Source: an optimization exercise on an open RTL-to-GDS flow (aim: small area, a short achievable clock period and few clock cycles). Production flows keep margins and buffers that such runs may drop. At most, simulation tests tie the RTL to the original design; equivalence was not proved. Power figures rest on the tool's default switching activity, not on a simulated workload.

==> flow/design.v <==
package cled_pkg;
  localparam int MaxLen = 16;
  localparam int LenW = $clog2(MaxLen + 1);
  localparam int IdxW = (MaxLen > 1) ? $clog2(MaxLen) : 1;
  typedef enum logic [1:0] {
    OP_APPEND_A = 2'd0,
    OP_APPEND_B = 2'd1,
    OP_RUN      = 2'd2,
    OP_NONE     = 2'd3
  } op_t;
  typedef enum logic [1:0] {
    TAG_EQUAL  = 2'd0,
    TAG_DELETE = 2'd1,
    TAG_INSERT = 2'd2,
    TAG_WHOLE  = 2'd3
  } tag_t;
endpackage
module cled_ram #(
  parameter int Width = 8,
  parameter int Depth = 32
) (
  input  logic                     clk,
  input  logic                     we,
  input  logic [$clog2(Depth)-1:0] waddr,
  input  logic [Width-1:0]         wdata,
  input  logic [$clog2(Depth)-1:0] raddr,
  output logic [Width-1:0]         rdata
);
  logic [Width-1:0] mem [Depth];
  always_ff @(posedge clk) begin
    if (we) begin
      mem[waddr] <= wdata;
    end
    rdata <= mem[raddr];
  end
endmodule
module char_lcs_edit_script_unit (
  input  logic       clk,
  input  logic       rst,
  input  logic       start,
  output logic       busy,
  input  logic [1:0] op,
  input  logic [7:0] ch,
  output logic       strobe,
  output logic [1:0] tag,
  output logic [7:0] ch_res,
  output logic       last,
  output logic       overflow
);
  localparam int ML = cled_pkg::MaxLen;
  typedef enum logic [2:0] {
    S_IDLE,
    S_REF0,
    S_REF,
    S_TRACE,
    S_EMIT,
    S_FINAL
  } st_t;
  st_t state;
  logic        busy_r, strobe_r, last_r, dropped, tab_ok, pb_v, all_d, cur_k, at_m;
  logic        tw_v, tw_rec, d_r;
  logic [1:0]  tag_r;
  logic [7:0]  chres_r;
  logic [4:0]  len_a, len_b, ba, ta, ei;
  logic [3:0]  wslot, tw_slot;
  logic [15:0] prev_v, mt_r;
  logic [16:0] mask, cur_mask;
  logic [7:0]  mem_a [ML];
  logic [7:0]  mem_b [ML];
  logic [15:0] tab [ML];
  logic acc, acc_a, acc_b, acc_run, app_a, app_b, can_a, can_b;
  logic busy_nx, fa_nx, fb_nx;
  assign acc = start & ~busy_r & ~rst;
  assign acc_a = acc & (op == cled_pkg::OP_APPEND_A);
  assign acc_b = acc & (op == cled_pkg::OP_APPEND_B);
  assign acc_run = acc & (op == cled_pkg::OP_RUN);
  assign app_a = start & ~rst & (op == cled_pkg::OP_APPEND_A) & can_a;
  assign app_b = start & ~rst & (op == cled_pkg::OP_APPEND_B) & can_b;
  assign busy_nx = ~rst & ((busy_r & (state != S_FINAL)) | acc_run);
  assign fa_nx = ~rst & (state != S_FINAL) & (len_a[4] | (app_a & (len_a == 5'd15)));
  assign fb_nx = ~rst & (state != S_FINAL) & (len_b[4] | (app_b & (len_b == 5'd15)));
  always_ff @(posedge clk) begin
    can_a <= ~busy_nx & ~fa_nx;
    can_b <= ~busy_nx & ~fb_nx;
  end
  logic [7:0]  cmp_ch, rd_b;
  logic [15:0] mt;
  always_comb begin
    rd_b = mem_b[ba[3:0]];
    cmp_ch = (state == S_IDLE) ? ch : rd_b;
    for (int k = 0; k < ML; k++) mt[k] = (mem_a[k] == cmp_ch);
  end
  logic [15:0] vnew, hc;
  logic [15:0] gg [5];
  logic [15:0] pp [5];
  always_comb begin
    gg[0] = mt_r & ~prev_v;
    pp[0] = ~prev_v;
    for (int l = 0; l < 4; l++) begin
      for (int k = 0; k < ML; k++) begin
        if (k >= (1 << l)) begin
          gg[l+1][k] = gg[l][k] | (pp[l][k] & gg[l][k-(1<<l)]);
          pp[l+1][k] = pp[l][k] & pp[l][k-(1<<l)];
        end else begin
          gg[l+1][k] = gg[l][k];
          pp[l+1][k] = pp[l][k];
        end
      end
    end
    hc = gg[4];
    vnew[0] = mt_r[0] | prev_v[0];
    for (int k = 1; k < ML; k++) vnew[k] = ~hc[k-1] & (mt_r[k] | prev_v[k]);
  end
  logic [16:0] mrow, sq, tt, newmask;
  logic        d;
  always_comb begin
    mrow = {mt_r, 1'b0};
    sq = {mt_r | prev_v, 1'b1} & mask;
    tt = sq;
    tt = tt | (tt >> 1);
    tt = tt | (tt >> 2);
    tt = tt | (tt >> 4);
    tt = tt | (tt >> 8);
    tt = tt | (tt >> 16);
    d = |(sq & mrow & ~(tt >> 1));
    newmask = (tt >> 1) | (sq & ~mrow);
  end
  logic [16:0] moh;
  logic [4:0]  mbin;
  always_comb begin
    moh = mask & ~(mask >> 1);
    for (int b = 0; b < 5; b++) begin
      mbin[b] = 1'b0;
      for (int k = 0; k < 17; k++) if (((k >> b) & 1) == 1) mbin[b] = mbin[b] | moh[k];
    end
  end
  logic       f_del, f_eq, f_ident, f_last;
  logic [1:0] f_tag;
  logic [7:0] f_ch;
  always_comb begin
    f_del = newmask[1];
    f_eq = ~tt[2] & sq[1] & mrow[1];
    f_ident = all_d & f_eq & (len_a == len_b);
    f_last = ~f_del && (len_b == 5'd1) && (f_eq ? (len_a == 5'd1) : (len_a == '0));
    f_ch = (f_del | f_eq) ? mem_a[0] : mem_b[0];
    f_tag = f_del ? cled_pkg::TAG_DELETE : (f_eq ? cled_pkg::TAG_EQUAL : cled_pkg::TAG_INSERT);
  end
  logic [4:0]  ei1, ni;
  logic        del, eqs, step, lastn, ident;
  logic [1:0]  etag;
  logic [7:0]  ech;
  logic [15:0] rec;
  logic [16:0] rec_mask;
  logic [15:0] cm_hi;
  always_comb begin
    rec = tab[ta[3:0]];
    for (int k = 0; k < 17; k++) rec_mask[k] = (5'(k) <= rec[4:0]);
    ei1 = ei + 5'd1;
    cm_hi = cur_mask[16:1];
    del = at_m ? (ei < len_a) : (cm_hi[ei[3:0]] & ~ei[4]);
    eqs = ~del & cur_k;
    step = ~del;
    ni = (del | eqs) ? ei1 : ei;
    lastn = ((del | eqs) ? (ei1 == len_a) : (ei == len_a)) && (step ? (ta == len_b) : at_m);
    ech = (del | eqs) ? mem_a[ei[3:0]] : rd_b;
    etag = del ? cled_pkg::TAG_DELETE : (eqs ? cled_pkg::TAG_EQUAL : cled_pkg::TAG_INSERT);
    ident = all_d & ~mask[1] & (len_a == len_b);
  end
  always_ff @(posedge clk) begin
    if (rst) begin
      state <= S_IDLE;
      busy_r <= 1'b0;
      strobe_r <= 1'b0;
      len_a <= '0;
      len_b <= '0;
      dropped <= 1'b0;
      tab_ok <= 1'b1;
      pb_v <= 1'b0;
    end else begin
      pb_v <= app_b;
      if (app_a) begin
        len_a <= len_a + 5'd1;
        if (len_b != '0) tab_ok <= 1'b0;
      end
      if (app_b) len_b <= len_b + 5'd1;
      if ((acc_a & len_a[4]) | (acc_b & len_b[4])) dropped <= 1'b1;
      case (state)
        S_IDLE:
          if (acc_run) begin
            busy_r <= 1'b1;
            if (len_b == '0) state <= S_EMIT;
            else if (tab_ok) state <= S_TRACE;
            else state <= S_REF0;
          end
        S_REF0: state <= S_REF;
        S_REF: if ({1'b0, wslot} == len_b - 5'd1) state <= S_TRACE;
        S_TRACE:
          if (wslot == 4'd0) begin
            strobe_r <= 1'b1;
            state <= (f_ident || f_last) ? S_FINAL : S_EMIT;
          end
        S_EMIT: begin
          strobe_r <= 1'b1;
          if (ident || lastn) state <= S_FINAL;
        end
        S_FINAL: begin
          strobe_r <= 1'b0;
          busy_r <= 1'b0;
          state <= S_IDLE;
          len_a <= '0;
          len_b <= '0;
          dropped <= 1'b0;
          tab_ok <= 1'b1;
        end
        default: state <= S_IDLE;
      endcase
    end
  end
  always_ff @(posedge clk) begin
    if (tw_v) tab[tw_slot] <= tw_rec ? {10'd0, d_r, mbin} : prev_v;
    tw_v <= pb_v | (state == S_REF) | (state == S_TRACE);
    tw_slot <= wslot;
    tw_rec <= (state == S_TRACE);
  end
  always_ff @(posedge clk) begin
    if (app_a) mem_a[len_a[3:0]] <= ch;
    if (app_b) mem_b[len_b[3:0]] <= ch;
    if (state == S_IDLE && len_b == '0) prev_v <= '0;
    else if (pb_v) prev_v <= vnew;
    case (state)
      S_IDLE: begin
        if (app_b) begin
          mt_r <= mt;
          wslot <= len_b[3:0];
        end
        for (int k = 0; k < 17; k++) mask[k] <= (5'(k) <= len_a);
        all_d <= 1'b1;
        ei <= '0;
        if (tab_ok && len_b != '0) begin
          ba <= len_b - 5'd2;
          ta <= len_b - 5'd2;
        end else begin
          ba <= '0;
          ta <= 5'd1;
        end
        at_m <= (len_b == '0);
      end
      S_REF0: begin
        prev_v <= '0;
        mt_r <= mt;
        ba <= ba + 5'd1;
        wslot <= '0;
      end
      S_REF: begin
        prev_v <= vnew;
        if ({1'b0, wslot} == len_b - 5'd1) begin
          ba <= {1'b0, wslot} - 5'd1;
          ta <= {1'b0, wslot} - 5'd1;
        end else begin
          mt_r <= mt;
          ba <= ba + 5'd1;
          wslot <= wslot + 4'd1;
        end
      end
      S_TRACE: begin
        prev_v <= rec;
        mt_r <= mt;
        wslot <= wslot - 4'd1;
        mask <= newmask;
        d_r <= d;
        all_d <= all_d & d;
        if (wslot == 4'd0) begin
          ei <= (f_del | f_eq) ? 5'd1 : 5'd0;
          if (f_del) begin
            ba <= '0;
            ta <= 5'd1;
            cur_mask <= newmask;
            cur_k <= d;
            at_m <= 1'b0;
          end else begin
            ba <= 5'd1;
            ta <= 5'd2;
            cur_mask <= mask;
            cur_k <= d_r;
            at_m <= (len_b == 5'd1);
          end
          if (f_ident) begin
            tag_r <= cled_pkg::TAG_WHOLE;
            chres_r <= '0;
            last_r <= 1'b1;
          end else begin
            tag_r <= f_tag;
            chres_r <= f_ch;
            last_r <= f_last;
          end
        end else begin
          ba <= ba - 5'd1;
          ta <= ta - 5'd1;
        end
      end
      S_EMIT: begin
        ei <= ni;
        if (step) begin
          ba <= ta;
          ta <= ta + 5'd1;
          cur_mask <= rec_mask;
          cur_k <= rec[5];
          at_m <= (ta == len_b);
        end
        if (ident) begin
          tag_r <= cled_pkg::TAG_WHOLE;
          chres_r <= '0;
          last_r <= 1'b1;
        end else begin
          tag_r <= etag;
          chres_r <= ech;
          last_r <= lastn;
        end
      end
      default: ;
    endcase
  end
  assign busy = busy_r;
  assign strobe = strobe_r;
  assign tag = tag_r;
  assign ch_res = chres_r;
  assign last = last_r;
  assign overflow = dropped;
endmodule
Settings: LEC_CHECK=0, CAP_MARGIN=20, CORE_MARGIN=2, CORE_UTILIZATION=40, CTS_CLUSTER_DIAMETER=80, CTS_CLUSTER_SIZE=24, SETUP_SLACK_MARGIN=4.8, SLEW_MARGIN=20, TNS_END_PERCENT=10; clock period 7.5 ns.
standard.sh (not shown) runs the stock make flow with config.mk's settings and CLKGATE_MAP_FILE= SYNTH_SCRIPT=/design/flow/synth_recipe.tcl, a recipe that flattens the netlist after the stock synthesis.
==> flow/flow/run.sh <==
#!/bin/bash
# the standard layout, with the port buffers taken from the plain buffer family
# (buf_4) instead of the delay cells buffer_ports picks by default; every input and
# output still gets its own buffer
set -o pipefail
cp standard.sh standard_sh_copy.txt
export BUFFER_PORTS_ARGS="-buffer_cell sky130_fd_sc_hd__buf_4"
bash standard.sh > standard_flow.log 2>&1
Rerun with:
--- a/flow/design.v
+++ b/flow/design.v
@@ -65,27 +65,19 @@
   logic [3:0]  wslot, tw_slot;
   logic [15:0] prev_v, mt_r;
   logic [16:0] mask, cur_mask;
   logic [7:0]  mem_a [ML];
   logic [7:0]  mem_b [ML];
   logic [15:0] tab [ML];
-  logic acc, acc_a, acc_b, acc_run, app_a, app_b, can_a, can_b;
-  logic busy_nx, fa_nx, fb_nx;
+  logic acc, acc_a, acc_b, acc_run, app_a, app_b;
   assign acc = start & ~busy_r & ~rst;
   assign acc_a = acc & (op == cled_pkg::OP_APPEND_A);
   assign acc_b = acc & (op == cled_pkg::OP_APPEND_B);
   assign acc_run = acc & (op == cled_pkg::OP_RUN);
-  assign app_a = start & ~rst & (op == cled_pkg::OP_APPEND_A) & can_a;
-  assign app_b = start & ~rst & (op == cled_pkg::OP_APPEND_B) & can_b;
-  assign busy_nx = ~rst & ((busy_r & (state != S_FINAL)) | acc_run);
-  assign fa_nx = ~rst & (state != S_FINAL) & (len_a[4] | (app_a & (len_a == 5'd15)));
-  assign fb_nx = ~rst & (state != S_FINAL) & (len_b[4] | (app_b & (len_b == 5'd15)));
-  always_ff @(posedge clk) begin
-    can_a <= ~busy_nx & ~fa_nx;
-    can_b <= ~busy_nx & ~fb_nx;
-  end
+  assign app_a = acc_a & ~len_a[4];
+  assign app_b = acc_b & ~len_b[4];
   logic [7:0]  cmp_ch, rd_b;
   logic [15:0] mt;
   always_comb begin
     rd_b = mem_b[ba[3:0]];
     cmp_ch = (state == S_IDLE) ? ch : rd_b;
     for (int k = 0; k < ML; k++) mt[k] = (mem_a[k] == cmp_ch);
=> Via count goes down by 0.50%; utilization came out lower by 1.2 points; cell count drops by 1.0%; fmax came out higher by 5.6%; global-route usage is lower by 0.23 points; critical path depth falls by 8; combinational power falls by 67%.
Testbench counts after the change, summed over its fixed seeds: cycles 15,636.
Only the layout flow was run in the first run of this note; the RTL was not checked for function there.

[what the ideal ports hide]
The flow's constraints put no driver on any port. The routed layouts listed below were extracted and timed again, unchanged, in two steps.
Step 1 assumes that a clkbuf_16 drives the clock port and a buf_2 every other input.
Step 2 also shifts input and output timing later by t, the mid clock arrival at the registers, as if the neighbouring blocks saw the same clock.
a / b / c = ideal / step 1 / step 2; a / b = the first two.
| run | shift t [ns] | setup WS [ns] | hold WS [ns] |
|---|---|---|---|
| the first run | 0.643 | 4.605 / 4.605 / 4.023 | 0.501 / 0.501 / 0.501 |
| the second run | 0.639 | 4.760 / 4.696 / 4.184 | 0.510 / 0.510 / 0.510 |
After both steps every run listed still meets setup and hold. For the first run, which loses most, drivers alone change the setup slack by 0.000 ns; drivers and shift together by -0.582 ns.
